What follows belongs to an exercise in optimizing a design on an open flow for small area, a short achievable clock period and few clock cycles per item; a production flow would make more cautious choices. Where RTL was checked, it was by simulation tests only, not by an equivalence proof against the original.

## rnn_step_top
module rnn_step_top (
    input  logic                            clk,
    input  logic                            reset,
    input  logic                            execute,
    input  logic [7-1:0]             token,
    output logic [27-1:0]              mem_a_addr,
    output logic                            mem_a_read,
    input  logic [16-1:0]              mem_a_data,
    input  logic                            mem_a_valid,
    output logic [27-1:0]              mem_b_addr,
    output logic                            mem_b_read,
    input  logic [16-1:0]              mem_b_data,
    input  logic                            mem_b_valid,
    output logic [8*16-1:0] hidden_state,
    output logic                            done
);
    localparam logic [15:0] ONE_Q = 16'h0100;      
    logic       busy;
    logic       start;
    logic [6:0] token_q;
    logic       done_q;
    logic       finish;
    assign start = !busy && execute;
    assign done = done_q;
    logic       a_ph;
    logic [1:0] a_k;
    logic [3:0] a_s;
    logic       a_fin;
    logic       a_rd;
    logic [8:0] a_addr;
    logic       a_last;
    logic       a_n_ph;
    logic [1:0] a_n_k;
    logic [3:0] a_n_s;
    logic [8:0] a_n_addr;
  ...
==> flow/config.mk <==
export PLATFORM = sky130hd
export DESIGN_NAME = rnn_step_top
export DESIGN_NICKNAME = rnn_step_top
export VERILOG_FILES = /design/flow/design.v
export SDC_FILE = /design/flow/constraint.sdc
export NUM_CORES = 4
export LEC_CHECK = 0
export CAP_MARGIN = 20
export CORE_MARGIN = 2
export CORE_UTILIZATION = 40
export SLEW_MARGIN = 20
==> flow/constraint.sdc <==
create_clock -name core_clock -period 10.0 [get_ports {clk}]
set_input_delay 2.0000 -clock core_clock [delete_from_list [all_inputs] [get_ports {clk}]]
set_output_delay 2.0000 -clock core_clock [all_outputs]
set_load 0.01 [all_outputs]
standard.sh (not shown) runs the stock make flow with config.mk's settings and CLKGATE_MAP_FILE= SYNTH_SCRIPT=/design/flow/synth_recipe.tcl, a recipe that flattens the netlist after the stock synthesis.
==> flow/flow/run.sh <==
#!/bin/bash
# Standard layout, with small port buffers and timing repair aimed below the clock period.
set -euo pipefail
extra=(
  "BUFFER_PORTS_ARGS=-buffer_cell sky130_fd_sc_hd__buf_2"
  "SETUP_SLACK_MARGIN=6.8"
  "ABC_CLOCK_PERIOD_IN_PS=3200"
)
bash standard.sh "${extra[@]}" finish > standard.log 2>&1
==> next run, changes <==
--- a/flow/design.v
+++ b/flow/design.v
@@ -159,22 +159,17 @@
     logic [2:0]  b_row;
     logic [15:0] b_h;
     assign a_mul = busy && mem_a_valid && (a_ph || a_s != 4'd0);
     assign a_bias = a_ph;
     assign a_row = a_ph ? a_s[2:0] : 3'(a_s - 4'd1);
     assign b_bias = b_i[6];
     assign b_row = b_i[6] ? b_i[2:0] : b_i[5:3];
-    always_comb
-    begin
-        b_h = 16'd0;
-        for (int j = 0; j < 8; j++)
-            b_h = b_h | (hidden_state[j*16 +: 16] & {16{b_i[2:0] == 3'(j)}});
-    end
+    assign b_h = hidden_state[b_i[2:0]*16 +: 16];
     logic        p1_v;
-    logic [7:0]  p1_row;         
+    logic [2:0]  p1_row;
     logic [15:0] p1_x;
     logic [7:0]  p1_neg;
     logic [7:0]  p1_one;
     logic [7:0]  p1_two;
     function automatic logic [23:0] booth_enc(input logic [15:0] y);
         logic [16:0] ye;
         logic [7:0]  neg;
@@ -214,21 +209,21 @@
         if (mem_a_valid && !a_ph && a_s == 4'd0)
             e_q <= mem_a_data;
         a_hold <= mem_a_data;
         a_hold_bias <= a_bias;
         a_hold_row <= a_row;
         if (busy && mem_b_valid)
         begin
-            p1_row <= 8'(1) << b_row;
+            p1_row <= b_row;
             p1_x <= mem_b_data;
             {p1_neg, p1_one, p1_two} <= enc_b;
         end
         else
         begin
-            p1_row <= 8'(1) << (a_hold_v ? a_hold_row : a_row);
+            p1_row <= a_hold_v ? a_hold_row : a_row;
             p1_x <= a_hold_v ? a_hold : mem_a_data;
             {p1_neg, p1_one, p1_two} <= enc_a;
         end
     end
     logic [23:0] row_pp [0:8];
     logic [17:0] m_sel  [0:7];
     logic [17:0] v_pp   [0:7];
@@ -269,15 +264,15 @@
         {t3s, t3c} = csa(row_pp[6], row_pp[7], row_pp[8]);
         {t4s, t4c} = csa(t1s, t1c, t2s);
         {t5s, t5c} = csa(t2c, t3s, t3c);
         {t6s, t6c} = csa(t4s, t4c, t5s);
         {t7s, t7c} = csa(t6s, t6c, t5c);
     end
     logic        p2_v;
-    logic [7:0]  p2_row;         
+    logic [2:0]  p2_row;
     logic [23:0] p2_s;
     logic [23:0] p2_c;
     always_ff @(posedge clk)
     begin
         if (reset || start)
             p2_v <= 1'b0;
         else
@@ -289,41 +284,35 @@
     logic [15:0] acc [0:7];
     logic [7:0]  touched;
     logic [15:0] acc_q;
     logic [8:0]  lo_sum;
     logic [15:0] c3s;
     logic [15:0] c3c;
     logic [15:0] acc_new;
-    logic [15:0] acc_pick;
-    always_comb
-    begin
-        acc_pick = 16'd0;
-        for (int r = 0; r < 8; r++)
-            acc_pick = acc_pick | (acc[r] & {16{p1_row[r] & touched[r]}});
-    end
     always_comb
     begin
         lo_sum = {1'b0, p2_s[7:0]} + {1'b0, p2_c[7:0]};
         c3s = acc_q ^ p2_s[23:8] ^ p2_c[23:8];
         c3c = (acc_q & p2_s[23:8]) | (acc_q & p2_c[23:8]) | (p2_s[23:8] & p2_c[23:8]);
         acc_new = c3s + {c3c[14:0], lo_sum[8]};
     end
     always_ff @(posedge clk)
     begin
         if (reset || start)
             touched <= 8'd0;
         else if (p2_v)
-            touched <= touched | p2_row;
-        for (int r = 0; r < 8; r++)
-            if (p2_v && p2_row[r])
-                acc[r] <= acc_new;
-        if (p2_v && (p2_row & p1_row) != 8'd0)
+            touched[p2_row] <= 1'b1;
+        if (p2_v)
+            acc[p2_row] <= acc_new;
+        if (p2_v && p2_row == p1_row)
             acc_q <= acc_new;
+        else if (touched[p1_row])
+            acc_q <= acc[p1_row];
         else
-            acc_q <= acc_pick;
+            acc_q <= 16'd0;
     end
     assign finish = busy && !done_q && a_fin && b_fin && !a_hold_v && !p1_v && !p2_v;
     always_ff @(posedge clk)
     begin
         if (reset)
         begin
             busy <= 1'b0;
The new run produced a clean layout; hold slack is better by 0.089 ns; die area rises by 2.0%; worst setup slack improves by 0.013 ns; fmax rises by 0.42%; sequential share of layout area came out lower by 1.5 points; clock skew falls by 0.014 ns.
Testbench counts after the change, summed over its fixed seeds: cycles 82,244, steps 320.
For the first run of this note, only the layout was checked, not whether the RTL still works.

---

Another version of the RTL of rnn_step_top (not shown whole).
Size: ~2600 cells after synthesis, about 430 flip-flops, roughly 230 I/O pins.
Settings: LEC_CHECK=0, CAP_MARGIN=20, CORE_MARGIN=2, CORE_UTILIZATION=40, CTS_CLUSTER_DIAMETER=120, CTS_CLUSTER_SIZE=26, SLEW_MARGIN=20; clock period 10.0 ns.
Scripts as last shown in full above: flow/flow/run.sh
Then changed:
--- a/flow/design.v
+++ b/flow/design.v
@@ -854,40 +854,44 @@
     logic [15:0] b_h;
     assign a_mul = busy && mem_a_valid && !a_emb;
     always_comb
     begin
         b_h = 16'd0;
         for (int j = 0; j < 8; j++)
             b_h = b_h | (hidden_state[j*16 +: 16] & {16{b_addr[2:0] == 3'(j)}});
     end
     logic        p1_v;
-    logic [7:0]  p1_row;         
+    logic [2:0]  p1_row;
     logic [15:0] p1_x;
-    logic [15:0] p1_y;            
+    logic [7:0]  p1_neg;
+    logic [7:0]  p1_one;
+    logic [7:0]  p1_two;
     function automatic logic [23:0] booth_enc(input logic [15:0] y);
         logic [16:0] ye;
         logic [7:0]  neg;
         logic [7:0]  one;
         logic [7:0]  two;
         ye = {y, 1'b0};
         for (int i = 0; i < 8; i++)
         begin
             neg[i] = ye[2*i+2];
             one[i] = ye[2*i+1] ^ ye[2*i];
             two[i] = (ye[2*i+2] & ~ye[2*i+1] & ~ye[2*i])
                    | (~ye[2*i+2] & ye[2*i+1] & ye[2*i]);
         end
         booth_enc = {neg, one, two};
     endfunction
-    logic [23:0] enc_b;           
+    logic [23:0] enc_b;
+    logic [23:0] enc_a;
     logic        a_sel_bias;
     assign a_sel_bias = a_hold_v ? a_hold_bias : a_bias;
-    assign enc_b = booth_enc(p1_y);
+    assign enc_b = booth_enc(b_bias ? ONE_Q : b_h);
+    assign enc_a = booth_enc(a_sel_bias ? ONE_Q : e_q);
     always_ff @(posedge clk)
     begin
         if (reset || start)
         begin
             p1_v <= 1'b0;
             a_hold_v <= 1'b0;
         end
         else
         begin
@@ -898,40 +902,40 @@
     always_ff @(posedge clk)
     begin
         if (mem_a_valid && a_emb)
             e_q <= mem_a_data;
         a_hold <= mem_a_data;
         a_hold_bias <= a_bias;
         a_hold_row <= a_row;
         if (busy && mem_b_valid)
         begin
-            p1_row <= 8'(1) << b_row;
+            p1_row <= b_row;
             p1_x <= mem_b_data;
-            p1_y <= b_bias ? ONE_Q : b_h;
+            {p1_neg, p1_one, p1_two} <= enc_b;
         end
         else
         begin
-            p1_row <= 8'(1) << (a_hold_v ? a_hold_row : a_row);
+            p1_row <= a_hold_v ? a_hold_row : a_row;
             p1_x <= a_hold_v ? a_hold : mem_a_data;
-            p1_y <= a_sel_bias ? ONE_Q : e_q;
+            {p1_neg, p1_one, p1_two} <= enc_a;
         end
     end
     logic [23:0] t7s, t7c;
     dot_path u_mul (
         .x   (p1_x),
-        .neg (enc_b[23:16]),
-        .one (enc_b[15:8]),
-        .two (enc_b[7:0]),
+        .neg (p1_neg),
+        .one (p1_one),
+        .two (p1_two),
         .s   (t7s),
         .c   (t7c)
     );
     logic        p2_v;
-    logic [7:0]  p2_row;         
+    logic [2:0]  p2_row;
     logic [15:0] p2_s;            
     logic [15:0] p2_c;
     logic        p2_cin;          
     logic [8:0]  lo_sum;
     assign lo_sum = {1'b0, t7s[7:0]} + {1'b0, t7c[7:0]};
     always_ff @(posedge clk)
     begin
         if (reset || start)
             p2_v <= 1'b0;
@@ -947,36 +951,36 @@
     logic [15:0] acc_q;
     logic [15:0] c3s;
     logic [15:0] c3c;
     logic [15:0] acc_new;
     logic [15:0] acc_pick;
     always_comb
     begin
         acc_pick = 16'd0;
         for (int r = 0; r < 8; r++)
-            acc_pick = acc_pick | (acc[r] & {16{p1_row[r] & touched[r]}});
+            acc_pick = acc_pick | (acc[r] & {16{p1_row == 3'(r) && touched[r]}});
     end
     always_comb
     begin
         c3s = acc_q ^ p2_s ^ p2_c;
         c3c = (acc_q & p2_s) | (acc_q & p2_c) | (p2_s & p2_c);
         acc_new = c3s + {c3c[14:0], p2_cin};
     end
     always_ff @(posedge clk)
     begin
         if (reset || start)
             touched <= 8'd0;
         else if (p2_v)
-            touched <= touched | p2_row;
+            touched[p2_row] <= 1'b1;
         for (int r = 0; r < 8; r++)
-            if (p2_v && p2_row[r])
+            if (p2_v && p2_row == 3'(r))
                 acc[r] <= acc_new;
-        if (p2_v && (p2_row & p1_row) != 8'd0)
+        if (p2_v && p2_row == p1_row)
             acc_q <= acc_new;
         else
             acc_q <= acc_pick;
     end
     assign finish = busy && !done_q && a_fin && b_fin && !a_hold_v && !p1_v && !p2_v;
     always_ff @(posedge clk)
     begin
         if (reset)
         begin
What happened:
- The changed run finished with timing, DRC and antenna clean
- global-route usage went down by 4.2 points
- setup slack improves by 0.098 ns
- utilization went down by 3.9 points
- wire length went down by a quarter to a third
- die area went down by a little under a tenth
- cell count went down by about a fifth
- hold slack improves by 0.054 ns
- count of clock-buffer cells in the layout does not change
Testbench counts after the change, summed over its fixed seeds: cycles 82,244, steps 320.
Only the layout flow was run in the first run of this note; the RTL was not checked for function there.

what the ideal ports hide:
No port has a modelled driver above. Below, the same layouts with a new extraction and two added sets of constraints.
Step 1 (the two cells are an assumption about what drives the block):
set clk [get_ports {clk}]
set_driving_cell -lib_cell sky130_fd_sc_hd__clkbuf_16 $clk
set_driving_cell -lib_cell sky130_fd_sc_hd__buf_2 [delete_from_list [all_inputs] $clk]
Step 2 adds t to the input delays and takes it off the output delays; t is the mean of the earliest and latest rising clock arrival at the registers after step 1. Input paths then give back, and output paths get back, about the clock's delay inside the block.
Slacks: ideal ports / drivers / drivers and shift; pairs: ideal ports / drivers.
run	shift t [ns]	setup WS [ns]	pins driven straight from the clock port
the first run of note 1	0.647	6.810 / 6.750 / 6.338	1
the second run of note 1	0.648	6.823 / 6.765 / 6.458	1
the first run of note 2	0.623	6.707 / 6.707 / 6.330	1
the second run of note 2	0.607	6.805 / 6.741 / 6.442	1
After both steps setup and hold are still met in every run listed. The setup slack of the first run of note 1, which loses most, moves by -0.060 ns with the drivers and by -0.472 ns with both steps.
